This is an optimization exercise on Yosys and OpenROAD, whose aim is small area, a short achievable clock period and few clock cycles per item, not a production implementation. The RTL was checked by simulation tests, not by an equivalence proof against the original design. Power and IR drop assume default switching activity.

`design.v`:
```
module seq_alu #(
  parameter int WIDTH = 32,
  parameter int SHW   = $clog2(WIDTH)
) (
  input  logic             clk,
  input  logic             clear_n,
  input  logic             start,
  input  logic [5:0]       op,
  input  logic [WIDTH-1:0] A,
  input  logic [WIDTH-1:0] B,
  output logic             busy,
  output logic             done,
  output logic [WIDTH-1:0] result_lo,
  output logic [WIDTH-1:0] result_hi,
  output logic             carry_out,
  output logic             div_zero,
  output logic             illegal_op
);
  localparam int CW = SHW + 1;
  localparam logic [5:0] OP_ADD  = 6'd0;
  localparam logic [5:0] OP_SUB  = 6'd1;
  localparam logic [5:0] OP_DIV  = 6'd2;
  localparam logic [5:0] OP_AND  = 6'd3;
  localparam logic [5:0] OP_OR   = 6'd4;
  localparam logic [5:0] OP_XOR  = 6'd5;
  localparam logic [5:0] OP_MUL  = 6'd6;
  localparam logic [5:0] OP_SHR  = 6'd7;
  localparam logic [5:0] OP_SHL  = 6'd8;
  localparam logic [5:0] OP_ROR  = 6'd9;
  localparam logic [5:0] OP_ROL  = 6'd10;
  localparam logic [5:0] OP_NEG  = 6'd11;
  localparam logic [5:0] OP_NOT  = 6'd12;
  localparam logic [5:0] OP_SHRA = 6'd13;
  typedef enum logic [1:0] {S_IDLE, S_MUL, S_DIV, S_DONE} state_t;
  state_t           state_q, state_d;
  logic [CW-1:0]    cnt_q, cnt_d;
  logic [WIDTH:0]   acc_q, acc_d;
  logic [WIDTH-1:0] q_q, q_d;         
  logic             qm1_q, qm1_d;     
  logic [WIDTH:0]   m_q, m_d;         
  logic             qneg_q, qneg_d;
  logic             rneg_q, rneg_d;
  logic [WIDTH-1:0] lo_q, lo_d;
  logic [WIDTH-1:0] hi_q, hi_d;
  logic             carry_q, carry_d;
  logic             dz_q, dz_d;
  logic             ill_q, ill_d;
  logic [SHW-1:0]   amt;
  logic [WIDTH:0]   sum_add;
  logic [WIDTH:0]   sum_sub;
  logic [WIDTH-1:0] ror_v, rol_v;
  logic [WIDTH-1:0] abs_a, abs_b;
  assign amt     = A[SHW-1:0];
  assign sum_add = {1'b0, A} + {1'b0, B};
  assign sum_sub = {1'b0, B} + {1'b0, ~A} + {{WIDTH{1'b0}}, 1'b1};
  assign ror_v   = (B >> amt) | (B << (WIDTH - int'(amt)));
  assign rol_v   = (B << amt) | (B >> (WIDTH - int'(amt)));
  assign abs_a   = A[WIDTH-1] ? -A : A;
  assign abs_b   = B[WIDTH-1] ? -B : B;
  logic [WIDTH:0]   booth_sum;
  logic [WIDTH:0]   booth_acc;
  logic [WIDTH-1:0] booth_q;
  always_comb begin
    booth_sum = acc_q;
    case ({q_q[0], qm1_q})
      2'b01:   booth_sum = acc_q + m_q;
      2'b10:   booth_sum = acc_q - m_q;
      default: booth_sum = acc_q;
    endcase
  end
  assign booth_acc = {booth_sum[WIDTH], booth_sum[WIDTH:1]};
  assign booth_q   = {booth_sum[0], q_q[WIDTH-1:1]};
  logic [WIDTH:0]   r_shift;
  logic [WIDTH:0]   r_diff;
  logic [WIDTH-1:0] div_r;
  logic [WIDTH-1:0] div_q;
  assign r_shift = {acc_q[WIDTH-1:0], q_q[WIDTH-1]};
  assign r_diff  = r_shift - m_q;
  assign div_r   = r_diff[WIDTH] ? r_shift[WIDTH-1:0] : r_diff[WIDTH-1:0];
  assign div_q   = {q_q[WIDTH-2:0], ~r_diff[WIDTH]};
  always_comb begin
    state_d = state_q;
    cnt_d   = cnt_q;
    acc_d   = acc_q;
    q_d     = q_q;
    qm1_d   = qm1_q;
    m_d     = m_q;
    qneg_d  = qneg_q;
    rneg_d  = rneg_q;
    lo_d    = lo_q;
    hi_d    = hi_q;
    carry_d = carry_q;
    dz_d    = dz_q;
    ill_d   = ill_q;
    case (state_q)
      S_IDLE, S_DONE: begin
        state_d = S_IDLE;
        if (start) begin
          state_d = S_DONE;
          carry_d = 1'b0;
          dz_d    = 1'b0;
          ill_d   = 1'b0;
          hi_d    = '0;
          case (op)
            OP_ADD:  {carry_d, lo_d} = sum_add;
            OP_SUB:  {carry_d, lo_d} = sum_sub;
            OP_AND:  lo_d = A & B;
            OP_OR:   lo_d = A | B;
            OP_XOR:  lo_d = A ^ B;
            OP_SHR:  lo_d = B >> amt;
            OP_SHL:  lo_d = B << amt;
            OP_ROR:  lo_d = ror_v;
            OP_ROL:  lo_d = rol_v;
            OP_NEG:  lo_d = -A;
            OP_NOT:  lo_d = ~A;
            OP_SHRA: lo_d = $signed(B) >>> amt;
            OP_MUL: begin
              state_d = S_MUL;
              hi_d    = hi_q;
              acc_d   = '0;
              q_d     = B;
              qm1_d   = 1'b0;
              m_d     = {A[WIDTH-1], A};
              cnt_d   = CW'(WIDTH);
            end
            OP_DIV: begin
              if (B == '0) begin
                dz_d = 1'b1;
                lo_d = '1;
                hi_d = A;
              end else begin
                state_d = S_DIV;
                hi_d    = hi_q;
                acc_d   = '0;
                q_d     = abs_a;
                m_d     = {1'b0, abs_b};
                qneg_d  = A[WIDTH-1] ^ B[WIDTH-1];
                rneg_d  = A[WIDTH-1];
                cnt_d   = CW'(WIDTH);
              end
            end
            default: begin
              ill_d = 1'b1;
              lo_d  = '0;
            end
          endcase
        end
      end
      S_MUL: begin
        acc_d = booth_acc;
        q_d   = booth_q;
        qm1_d = q_q[0];
        cnt_d = cnt_q - CW'(1);
        if (cnt_q == CW'(1)) begin
          state_d      = S_DONE;
          {hi_d, lo_d} = {booth_acc[WIDTH-1:0], booth_q};
        end
      end
      S_DIV: begin
        acc_d = {1'b0, div_r};
        q_d   = div_q;
        cnt_d = cnt_q - CW'(1);
        if (cnt_q == CW'(1)) begin
          state_d = S_DONE;
          lo_d    = qneg_q ? -div_q : div_q;
          hi_d    = rneg_q ? -div_r : div_r;
        end
      end
      default: state_d = S_IDLE;
    endcase
  end
  always_ff @(posedge clk) begin
    if (!clear_n) begin
      state_q <= S_IDLE;
      cnt_q   <= '0;
      acc_q   <= '0;
      q_q     <= '0;
      qm1_q   <= 1'b0;
      m_q     <= '0;
      qneg_q  <= 1'b0;
      rneg_q  <= 1'b0;
      lo_q    <= '0;
      hi_q    <= '0;
      carry_q <= 1'b0;
      dz_q    <= 1'b0;
      ill_q   <= 1'b0;
    end else begin
      state_q <= state_d;
      cnt_q   <= cnt_d;
      acc_q   <= acc_d;
      q_q     <= q_d;
      qm1_q   <= qm1_d;
      m_q     <= m_d;
      qneg_q  <= qneg_d;
      rneg_q  <= rneg_d;
      lo_q    <= lo_d;
      hi_q    <= hi_d;
      carry_q <= carry_d;
      dz_q    <= dz_d;
      ill_q   <= ill_d;
    end
  end
  assign busy       = (state_q == S_MUL) || (state_q == S_DIV);
  assign done       = (state_q == S_DONE);
  assign result_lo  = lo_q;
  assign result_hi  = hi_q;
  assign carry_out  = carry_q;
  assign div_zero   = dz_q;
  assign illegal_op = ill_q;
endmodule
```
`config.mk`:
```
export PLATFORM = sky130hd
export DESIGN_NAME = seq_alu
export DESIGN_NICKNAME = seq_alu
export VERILOG_FILES = /design/flow/design.v
export SDC_FILE = /design/flow/constraint.sdc
export NUM_CORES = 4
export LEC_CHECK = 0
export CAP_MARGIN = 20
export CORE_MARGIN = 2
export CORE_UTILIZATION = 40
export SLEW_MARGIN = 20
```
`run.sh`:
```
#!/bin/bash
# synth_recipe.tcl (not shown) runs the flow's synth.tcl, then flattens the netlist and writes it again
# the make line also repeats each setting of config.mk as NAME=value (left out here)
make -C /OpenROAD-flow-scripts/flow DESIGN_CONFIG=/design/flow/config.mk WORK_HOME=/design/flow/orfs CLKGATE_MAP_FILE= SYNTH_SCRIPT=/design/flow/synth_recipe.tcl finish
```
`constraint.sdc`:
```
create_clock -name core_clock -period 8.0 [get_ports {clk}]
set_input_delay 1.6000 -clock core_clock [delete_from_list [all_inputs] [get_ports {clk}]]
set_output_delay 1.6000 -clock core_clock [all_outputs]
set_load 0.01 [all_outputs]
```
==> run notes <==
The flow ran to the end and the layout has no timing, DRC or antenna violations. The post-place setup slack came out at 1.48 ns. The count of placed standard cells in the final layout, fillers left out came out at 5253. The top achievable clock speed is 0.158 GHz. The timing endpoint of the critical path is hi_q[28].

The final setup TNS came out at 0 ns. The register-to-register setup slack came out at 1.67 ns. The max-cap violation count came out at 0. Once placement completed, the tool counted placed cells totaling 5220.

The number of nets produced by synthesis is 4616. The critical path starts at q_q[31]. The count of endpoints failing hold in the final timing report came to 0. The standard-cell row count came out at 98.

The most frequent cell on the critical path is ha_1. In this run, synthesis produced a sequential element count of 176. The area growth from synthesis to layout is 10.3%. The final worst slack is 1.67 ns. The die width came out at 272 um. The maximum number of buffers from clock root to sink is 2. Between clock sinks in the finished design, the worst skew comes to 0.0181 ns. At the end of the flow, the number of nets in the layout was 4539. The total global routing overflow came out at 0. Once detail routing completed, the nets flagged for antenna violations numbered 0.

The number of global-route vias before repair was 32608. The total CTS buffers is 17. The number of synthesized flops with an enable pin is 0.

In this run the critical register-to-register path is captured at hi_q[28]. In the synthesized netlist the dominant register cell turns out to be dfxtp_1. For the finished layout, the period the worst path requires is 6.33 ns. The first-pass iteration count of the detailed router came out at 8. The cell area after synthesis came out at 28600 sq um. The pin count of the biggest net entering global routing is 79. For this design, the slowest cell found on the critical path is or4b_2. The detailed-route wire length on metal 1 came out at 58600 um. The uppermost metal layer occupied by signal nets is met5. The total power per unit cell area is 495 nW/um^2.

Setup violations remaining at the end of the flow were counted as 0. The core region area came out at 71200 sq um. Synthesis instantiated 90 different standard cells from the library. For this configuration, the core starts out at a cell density of 40.2%.

The placed wire-length estimate after detailed placement came out at 121000 um. The violation count after the first detailed-route iteration came out at 5210. The launch instance of the worst register-to-register path is q_q[31]. After detailed routing, the average wire length per cell comes to 29.9 um. The proportion of register bits with asynchronous set or reset after synthesis came out at 0%. The via-per-instance ratio came out at 6.84. STA puts the critical path data required time at 8.36 ns. The later pin in the worst-skew pair is clocked with a latency of 0.47 ns. The largest fanout of any net on the critical path came out at 19.

The area share of the largest cell type after synthesis is 12.3%. Setup repair after global routing left no endpoint under its margin. The deepest level of the CTS H-tree is 4. The setup fix buffers added after clock tree synthesis came out at 0. The cell count after synthesis came out at 4366. The first global-routing pass estimated 227000 um of wire.

The tightest min-delay check is of the register to register type. The cell chosen for the clock root is clkbuf_16. In the post-synthesis netlist, the cell with the most instances is nor2_1. The clock net in this run drives a total of 176 sinks. The total length of routed met3 wires is 17400 um.

The count of hold buffers inserted by post-cts repair came out at 0. The largest voltage drop on the vdd net came out at 0.514 mV. The worst setup path is captured at a register. The remaining routing DRC violations is 0. The overall fraction of global-route tracks in use is 40.8%.

The number of top-level design ports is 142. The wire length reported by the detailed router came out at 157000 um. A synthesized cell averages 6.56 sq um. Overall power consumption after layout is estimated at 15.7 mW. The routed length on met2 came out at 69000 um. The post-route netlist has 7.07% of its cells at a drive strength greater than 1.

The count of vias placed by the detailed router is 35912. The static leakage is 12.0 nW. The critical path in this run is classified as register to register. By area the synthesized netlist is led by dfxtp_1 (12%), a21oi_1 (8.3%), ha_1 (7.6%). Summed over all instances, the cell type with the most area after synthesis is dfxtp_1. The die area is 73800 sq um. The commonest cells after synthesis are nor2_1 (511), a21oi_1 (477), nand2_1 (471).

The number of pins exceeding their max-slew limit in the final report is 0. The last weighted congestion value of the routability-driven placer is 1.07. For this run, the number of Yosys warnings is 1. In this run, post-CTS repair resized a total of 0 instances.

The count of buffers added on input and output ports is 141. The data arrival time of the critical path came out at 6.69 ns. The die is 272 um tall.

At the pin with the least slew margin, the transition time is 1.30 ns. STA classifies the critical path startpoint as a register. The headroom to the max-slew limit is 12.1%. The final period utilization is 79.2%. TritonCTS built the clock tree. The clock slew seen by the registers of the worst setup and hold paths came out at 0.08 ns. Walking the worst path, the cells encountered are inv_1 > ha_1 > fa_1 > nor2b_1 > o31a_1 > o21ai_2 > a2111o_1 > a211o_1 > nand3_4 > nand2_4 > o21ai_0 > ha_1 > or4b_2 > nor2_1 > nand3_1 > o21a_1 > o41a_1 > a21oi_1 > mux2i_1 > nand2_1.

For this run, the slowest stage of the critical path takes 0.67 ns. The sequential-to-total area share from yosys stat came out at 12.3%. The number of antenna violations at the first check in global routing came out at 5. The path depth of the worst reg2reg path is 20.
-- how the worst min path moves through the flow --
stage                    from   endpoint  slack (ns)  cells past startpoint
floorplan           acc_q[32]  acc_q[32]        0.47                      2
global placement         dz_q       dz_q        0.45                      2
detailed placement       dz_q       dz_q        0.45                      2
CTS                      dz_q       dz_q        0.46                      2
global route             dz_q       dz_q        0.49                      2
finish                   dz_q       dz_q        0.46                      2
-- cells in the final DEF, fill, tap and decap left out, types with 58 or more instances in the layout --
cell type,synthesis,routed
a211oi_1,97,97
mux2i_1,106,105
o22ai_1,61,61
nand3_1,99,98
a221oi_1,78,78
clkdlybuf4s50_1,0,134
o21ai_0,382,382
nor3_1,99,96
a31oi_1,58,58
inv_1,167,164
a21oi_1,477,476
nand2_1,471,470
nor2_1,511,510
ha_1,173,170
xnor2_1,172,170
buf_4,1,139
dfxtp_1,176,176
-- registers in the layout, indices dropped and copies added, names as in the netlist --
| signal | count |
|---|---|
| carry_q | 1 |
| cnt_q | 6 |
| acc_q | 33 |
| q_q | 32 |
| rneg_q | 1 |
| ill_q | 1 |
| qm1_q | 1 |
| hi_q | 32 |
| qneg_q | 1 |
| dz_q | 1 |
| m_q | 33 |
| lo_q | 32 |
| state_q | 2 |
-- stage by stage --
stage                     utilization [%]  hold slack [ns]  area [sq um]
after floorplan                         -            0.471         28600
after global placement               43.5            0.448         31000
after detailed placement             43.5            0.450         31000
after CTS                            44.4            0.459         31600
after global routing                 44.4            0.487         31600
final                                44.4            0.456         31600
-- worst max-delay path: cells and delay by family (launching register included) --
| family | cells | cell delay (ns) |
|---|---|---|
| AOI/OAI and AO/OA | 8 | 2.52 |
| and+or+nand+nor | 7 | 1.76 |
| adders and majority gates | 3 | 0.99 |
| DFF | 1 | 0.60 |
| muxes | 1 | 0.22 |
| buffers and inverters | 1 | 0.09 |
-- final cells by class --
type / count / area, sq um
Fill cell: 7611 / 39600
Sequential cell: 176 / 3520
Antenna cell: 1 / 2.50
Clock buffer: 17 / 425
Multi-Input combinational cell: 3640 / 23200
Timing Repair Buffer: 280 / 2450
Clock inverter: 15 / 186
Tap cell: 950 / 1190
Inverter: 174 / 656
-- power by group --
group,switching [mW],total [mW],internal [mW]
Sequential,0.433,1.58,1.14
Combinational,8.49,13.2,4.67
Clock,0.451,0.927,0.476
-- routing by layer --
layer,global-route usage [%],vias to the layer above
li1,-,15917
met1,50.6,16840
met2,65.0,2514
met3,7.77,635
met4,25.7,6
met5,0,-
-- cells by family after synthesis --
| kind of cell | count (synthesis) | share of synthesized area, % |
|---|---|---|
| AOI/OAI and AO/OA | 1640 | 36.5 |
| xor gates and xnor gates | 212 | 6.48 |
| adders and majority gates | 177 | 7.84 |
| buffers and inverters | 550 | 7.29 |
| DFF | 176 | 12.3 |
| muxes | 164 | 7.02 |
| and+or+nand+nor | 1447 | 22.6 |
Testbench counts, summed over its fixed seeds: cycles 123,240, ops 8,000.

[port drivers added, routing unchanged]
The flow's constraints put no driver on any port. The routed layout listed below was extracted and timed again, unchanged, in two steps. Step 1, drivers: a clkbuf_16 drives clk and a buf_2 each remaining input, both assumed. Step 2 also shifts input and output timing later by t, the mid clock arrival at the registers, as if the neighbouring blocks saw the same clock. a / b / c = no drivers / after step 1 / after step 2; a / b = the first two.
shift t [ns]: 0.521
setup slack, ns: 1.668 / 1.668 / 1.204
hold slack, ns: 0.456 / 0.456 / 0.456
latest minus earliest clock arrival (ns): 0.018 / 0.018
After both steps this run still meets setup and hold. The setup slack of this run moves by 0.000 ns with the drivers and by -0.464 ns with both steps.
